This is an optimization exercise on Yosys and OpenROAD, whose aim is small area, a short achievable clock period and few clock cycles per item, not a production implementation.
Only simulation tests tie the RTL to the original design; equivalence was not proved.
Power is estimated from default activity; no workload was simulated.

==> flow/design.v <==
`default_nettype none
module mrc_rd_aoi (
    input  wire logic [31:0] i_a,
    input  wire logic        i_sa,
    input  wire logic [31:0] i_b,
    input  wire logic        i_sb,
    output logic      [31:0] o_y
);
    assign o_y = ~((i_a & {32{i_sa}}) | (i_b & {32{i_sb}}));
endmodule
module mrc_rd_nand4 (
    input  wire logic [31:0] i_x0,
    input  wire logic [31:0] i_x1,
    input  wire logic [31:0] i_x2,
    input  wire logic [31:0] i_x3,
    output logic      [31:0] o_y
);
    assign o_y = ~(i_x0 & i_x1 & i_x2 & i_x3);
endmodule
module mrc_rd_nor2 (
    input  wire logic [31:0] i_x0,
    input  wire logic [31:0] i_x1,
    output logic      [31:0] o_y
);
    assign o_y = ~(i_x0 | i_x1);
endmodule
`default_nettype wire
`default_nettype none
module mrc_hold (
    input  wire logic        i_load,
    input  wire logic [32:0] i_new,
    input  wire logic [32:0] i_old,
    output logic      [32:0] o_d
);
    assign o_d = i_load ? i_new : i_old;
endmodule
`default_nettype wire
`default_nettype none
module matrix_rotate_clockwise_core (
    input  wire logic                  i_clk,
    input  wire logic                  i_rst_n,
    input  wire logic                  i_cfg_valid,
    output logic                       o_cfg_ready,
    input  wire logic [3:0]            i_cfg_matrix_dim,
    input  wire logic                  i_elem_valid,
    output logic                       o_elem_ready,
    input  wire logic [31:0]           i_elem_element_in,
    output logic                       o_rot_valid,
    input  wire logic                  i_rot_ready,
    output logic [31:0]                o_rot_element_out,
    output logic                       o_rot_last_of_matrix
);
    logic [2:0]  r_dm1;      
    logic [7:0]  r_dm1_oh;   
    logic        r_d1;       
    logic [1:0]  r_ph;       
    logic [7:0]  r_wro;
    logic [7:0]  r_wco;
    logic [2:0]  r_wrow;
    logic [2:0]  r_wcol;
    logic        r_wwrap;    
    logic        r_wlast;    
    logic        r_rv;       
    logic [7:0]  r_rro;
    logic [7:0]  r_rco;
    logic [2:0]  r_rrow;
    logic [2:0]  r_rcol;
    logic        r_rwrap;
    logic        r_rlast;
    logic [6:0]  r_gap;      
    logic        r_ready;
    logic        r_ovalid;
    logic        r_olast;
    logic [31:0] r_odata;
    logic [31:0] r_mem [64];
    localparam logic [7:0] OH0 = 8'd1;
    function automatic logic [15:0] f_start(input logic [1:0] m, input logic [7:0] dm1);
        case (m)
            2'd0: f_start = {OH0, OH0};
            2'd1: f_start = {dm1, OH0};
            2'd2: f_start = {dm1, dm1};
            default: f_start = {OH0, dm1};
        endcase
    endfunction
    function automatic logic [15:0] f_step(input logic [1:0] m, input logic [7:0] dm1,
                                           input logic [7:0] row, input logic [7:0] col,
                                           input logic wrap);
        logic [7:0] row_up;
        logic [7:0] row_dn;
        logic [7:0] col_up;
        logic [7:0] col_dn;
        row_up = {row[6:0], 1'b0};
        row_dn = {1'b0, row[7:1]};
        col_up = {col[6:0], 1'b0};
        col_dn = {1'b0, col[7:1]};
        case (m)
            2'd0: f_step = wrap ? {row_up, OH0} : {row, col_up};
            2'd1: f_step = wrap ? {dm1, col_up} : {row_dn, col};
            2'd2: f_step = wrap ? {row_dn, dm1} : {row, col_dn};
            default: f_step = wrap ? {OH0, col_dn} : {row_up, col};
        endcase
    endfunction
    function automatic logic [2:0] f_clamp(input logic [3:0] raw);
        if (raw == 4'd0)      f_clamp = 3'd0;
        else if (raw > 4'd8)  f_clamp = 3'd7;
        else                  f_clamp = 3'(raw - 4'd1);
    endfunction
    logic [1:0]  c_ph1;
    logic [15:0] c_waddr;
    logic [2:0]  c_wrow;
    logic [2:0]  c_wcol;
    logic        c_wwrap;
    logic        c_wlast;
    logic [15:0] c_raddr;
    logic [2:0]  c_rrow;
    logic [2:0]  c_rcol;
    logic        c_rwrap;
    logic        c_rlast;
    logic [6:0]  c_gap_inc;
    logic [6:0]  c_gap_dec;
    logic        c_gap_ge1;
    logic        c_gap_ge2;
    logic [2:0]  c_cfg_dm1;
    logic [2:0]  c_new_dm1;
    always_comb begin
        c_ph1   = r_ph + 2'd1;
        c_waddr = r_wlast ? f_start(c_ph1, r_dm1_oh)
                          : f_step(r_ph, r_dm1_oh, r_wro, r_wco, r_wwrap);
        c_wcol  = r_wwrap ? 3'd0 : r_wcol + 3'd1;
        c_wrow  = r_wlast ? 3'd0 : (r_wwrap ? r_wrow + 3'd1 : r_wrow);
        c_wwrap = (c_wcol == r_dm1);
        c_wlast = c_wwrap && (c_wrow == r_dm1);
        c_raddr = r_rlast ? f_start(c_ph1, r_dm1_oh)
                          : f_step(r_rv ? r_ph : c_ph1, r_dm1_oh, r_rro, r_rco, r_rwrap);
        c_rcol  = r_rwrap ? 3'd0 : r_rcol + 3'd1;
        c_rrow  = r_rlast ? 3'd0 : (r_rwrap ? r_rrow + 3'd1 : r_rrow);
        c_rwrap = (c_rcol == r_dm1);
        c_rlast = c_rwrap && (c_rrow == r_dm1);
        c_gap_inc = r_gap + 7'd1;
        c_gap_dec = r_gap - 7'd1;
        c_gap_ge1 = (r_gap != 7'd0);
        c_gap_ge2 = (r_gap[6:1] != 6'd0);
        c_cfg_dm1 = f_clamp(i_cfg_matrix_dim);
        c_new_dm1 = i_rst_n ? c_cfg_dm1 : 3'd2;
    end
    logic w_we;
    logic w_complete;
    logic w_re;
    assign w_we       = i_elem_valid & r_ready;
    assign w_complete = w_we & r_wlast;
    assign w_re       = (!r_ovalid | i_rot_ready) & (r_rv | (w_complete & !r_d1));
    always_ff @(posedge i_clk) begin
        if (!i_rst_n || i_cfg_valid) begin
            r_dm1    <= c_new_dm1;
            r_dm1_oh <= 8'd1 << c_new_dm1;
            r_d1     <= (c_new_dm1 == 3'd0);
            r_ph     <= 2'd0;
            r_wro    <= OH0;
            r_wco    <= OH0;
            r_wrow   <= 3'd0;
            r_wcol   <= 3'd0;
            r_wwrap  <= (c_new_dm1 == 3'd0);
            r_wlast  <= (c_new_dm1 == 3'd0);
            r_rv     <= 1'b0;
            r_rro    <= 8'd1 << c_new_dm1;
            r_rco    <= OH0;
            r_rrow   <= 3'd0;
            r_rcol   <= 3'd0;
            r_rwrap  <= (c_new_dm1 == 3'd0);
            r_rlast  <= (c_new_dm1 == 3'd0);
            r_gap    <= 7'd0;
            r_ready  <= 1'b1;
        end else begin
            if (w_complete) begin
                r_ph <= c_ph1;
            end
            if (w_we) begin
                {r_wro, r_wco} <= c_waddr;
                r_wrow  <= c_wrow;
                r_wcol  <= c_wcol;
                r_wwrap <= c_wwrap;
                r_wlast <= c_wlast;
            end
            if (w_re) begin
                {r_rro, r_rco} <= c_raddr;
                r_rrow  <= c_rrow;
                r_rcol  <= c_rcol;
                r_rwrap <= c_rwrap;
                r_rlast <= c_rlast;
            end
            if (r_rv) begin
                if (w_re & r_rlast) begin
                    r_rv <= 1'b0;
                end
                if (w_re & !w_we) begin
                    r_gap   <= c_gap_inc;
                    r_ready <= 1'b1;
                end else if (!w_re & w_we) begin
                    r_gap   <= c_gap_dec;
                    r_ready <= c_gap_ge2;
                end else begin
                    r_ready <= c_gap_ge1 | (w_re & r_rlast);
                end
            end else begin
                r_rv    <= w_complete;
                r_gap   <= {6'd0, w_re};
                r_ready <= !w_complete | w_re;
            end
        end
    end
    for (genvar i = 0; i < 64; i++) begin : g_word
        always_ff @(posedge i_clk) begin
            if (w_we & r_wro[i / 8] & r_wco[i % 8]) begin
                r_mem[i] <= i_elem_element_in;
            end
        end
    end
    logic [31:0] w_rd_l1 [32];
    logic [31:0] w_rd_row [8];
    logic [31:0] w_rd_l3 [4];
    logic [31:0] w_rdata;
    for (genvar g = 0; g < 32; g++) begin : g_rd_l1
        mrc_rd_aoi u_aoi (
            .i_a  (r_mem[2*g]),
            .i_sa (r_rco[(2*g) % 8]),
            .i_b  (r_mem[2*g+1]),
            .i_sb (r_rco[(2*g+1) % 8]),
            .o_y  (w_rd_l1[g])
        );
    end
    for (genvar g = 0; g < 8; g++) begin : g_rd_row
        mrc_rd_nand4 u_nand (
            .i_x0 (w_rd_l1[4*g]),
            .i_x1 (w_rd_l1[4*g+1]),
            .i_x2 (w_rd_l1[4*g+2]),
            .i_x3 (w_rd_l1[4*g+3]),
            .o_y  (w_rd_row[g])
        );
    end
    for (genvar g = 0; g < 4; g++) begin : g_rd_l3
        mrc_rd_aoi u_aoi (
            .i_a  (w_rd_row[2*g]),
            .i_sa (r_rro[2*g]),
            .i_b  (w_rd_row[2*g+1]),
            .i_sb (r_rro[2*g+1]),
            .o_y  (w_rd_l3[g])
        );
    end
    mrc_rd_nand4 u_rd_l4 (
        .i_x0 (w_rd_l3[0]),
        .i_x1 (w_rd_l3[1]),
        .i_x2 (w_rd_l3[2]),
        .i_x3 (w_rd_l3[3]),
        .o_y  (w_rdata)
    );
    logic [32:0] w_out_d;
    mrc_hold u_out_hold (
        .i_load (w_re),
        .i_new  ({r_rv & r_rlast, w_rdata}),
        .i_old  ({r_olast, r_odata}),
        .o_d    (w_out_d)
    );
    always_ff @(posedge i_clk) begin
        {r_olast, r_odata} <= w_out_d;
    end
    always_ff @(posedge i_clk) begin
        if (!i_rst_n) begin
            r_ovalid <= 1'b0;
        end else if (w_re) begin
            r_ovalid <= 1'b1;
        end else if (i_rot_ready) begin
            r_ovalid <= 1'b0;
        end
    end
    assign o_cfg_ready          = 1'b1;
    assign o_elem_ready         = r_ready;
    assign o_rot_valid          = r_ovalid;
    assign o_rot_element_out    = r_odata;
    assign o_rot_last_of_matrix = r_olast;
endmodule
`default_nettype wire
Settings: LEC_CHECK=0, CAP_MARGIN=20, CORE_MARGIN=2, CORE_UTILIZATION=55, CTS_CLUSTER_DIAMETER=100, CTS_CLUSTER_SIZE=30, PLACE_DENSITY=0.7, SETUP_SLACK_MARGIN=2.8, SLEW_MARGIN=20, SYNTH_HIERARCHICAL=1, SYNTH_MINIMUM_KEEP_SIZE=0, TNS_END_PERCENT=5; clock period 5.0 ns.
standard.sh (not shown) runs the stock make flow with config.mk's settings and CLKGATE_MAP_FILE= SYNTH_SCRIPT=/design/flow/synth_recipe.tcl, a recipe that flattens the netlist after the stock synthesis.
==> flow/flow/run.sh <==
#!/bin/bash
# Standard layout (the standard.sh, unchanged synthesis) with one change:
# port buffers are plain sky130_fd_sc_hd__buf_4 cells instead of the delay
# buffer buffer_ports picks by default. Every port still gets a buffer.
set -euo pipefail
bash standard.sh synth > synth.log 2>&1
bash standard.sh "BUFFER_PORTS_ARGS=-buffer_cell sky130_fd_sc_hd__buf_4" finish > layout.log 2>&1
Testbench counts at the start, summed over its fixed seeds: cycles 13,066, items 11,148.
Then changed:
==> flow/run.sh (new file) <==
#!/bin/bash
# synth_recipe.tcl (not shown) runs the flow's synth.tcl, then flattens the netlist and writes it again
# the make line also repeats each setting of config.mk as NAME=value (left out here)
make -C /OpenROAD-flow-scripts/flow DESIGN_CONFIG=/design/flow/config.mk WORK_HOME=/design/flow/orfs CLKGATE_MAP_FILE= SYNTH_SCRIPT=/design/flow/synth_recipe.tcl finish
- SETUP_SLACK_MARGIN: 2.8 -> 2.3
removed: flow/flow/run.sh
removed: flow/standard.sh
Effect: The changed run finished clean. Wire length falls by 3.6%. Final cell count shrinks by about 0.46%. Worst hold slack barely changes. Sequential cell count does not change. Total power came out higher by about 0.8%. Maximum frequency came out lower by about 12%. Cell area decreases by about 2.4%. Non-clock buffer count fell by 30. Worst setup slack loses 0.35 ns. Critical path depth shrinks by 1. Combinational power shrinks by about 2%.
Then changed:
==> flow/flow/run.sh (new file) <==
#!/bin/bash
# Standard layout (the standard.sh, unchanged synthesis) with one change:
# port buffers are plain sky130_fd_sc_hd__buf_4 cells instead of the delay
# buffer buffer_ports picks by default. Every port still gets a buffer.
set -euo pipefail
bash standard.sh synth > synth.log 2>&1
bash standard.sh "BUFFER_PORTS_ARGS=-buffer_cell sky130_fd_sc_hd__buf_4" finish > layout.log 2>&1
==> flow/standard.sh (new file) <==
#!/bin/bash
# synth_recipe.tcl (not shown) runs the flow's synth.tcl, then flattens the netlist and writes it again
# the make line also repeats each setting of config.mk as NAME=value (left out here)
make -C /OpenROAD-flow-scripts/flow DESIGN_CONFIG=/design/flow/config.mk WORK_HOME=/design/flow/orfs CLKGATE_MAP_FILE= SYNTH_SCRIPT=/design/flow/synth_recipe.tcl "${@:-finish}"
- SETUP_SLACK_MARGIN: 2.3 -> 2.5
removed: flow/run.sh
=> Setup slack improved by 0.28 ns. Count of clock-buffer cells in the layout went up by 13. Non-clock buffer count went down by 58. Die area stays the same. Worst hold slack improved by 0.0081 ns. Utilization went down by 0.32 points. Clock skew went down by 0.015 ns. Clock power stays flat. Cell area went down slightly.

re-timing with driven ports:
In the flow no input, the clock included, has a driving cell. The finished layouts below were timed again as built, in two steps.
Step 1 sets driving cells, clkbuf_16 on the clock port and buf_2 on the other inputs (assumed; they add their load-dependent delay and slew).
Step 2 times the ports against the registers' clock, not the clock port: input delays grow and output delays shrink by t, the midpoint of the rising clock arrivals with the driver on.
a / b / c = ideal / step 1 / step 2; a / b = the first two.
| run | t (ns) | setup slack, ns | worst setup path at the end | worst slew at a driven data input, ns | pins driven straight from the clock port |
|---|---|---|---|---|---|
| the first run | 0.823 | 2.431 / 2.431 / 1.753 | input to register | 0.10 | 1 |
| the second run | 0.802 | 2.085 / 1.997 / 1.451 | input to register | 0.07 | 1 |
| the third run | 0.811 | 2.367 / 2.367 / 1.818 | input to register | 0.14 | 1 |
After both steps setup and hold are still met in every run listed. For the first run, which loses most, drivers alone change the setup slack by 0.000 ns; drivers and shift together by -0.678 ns.
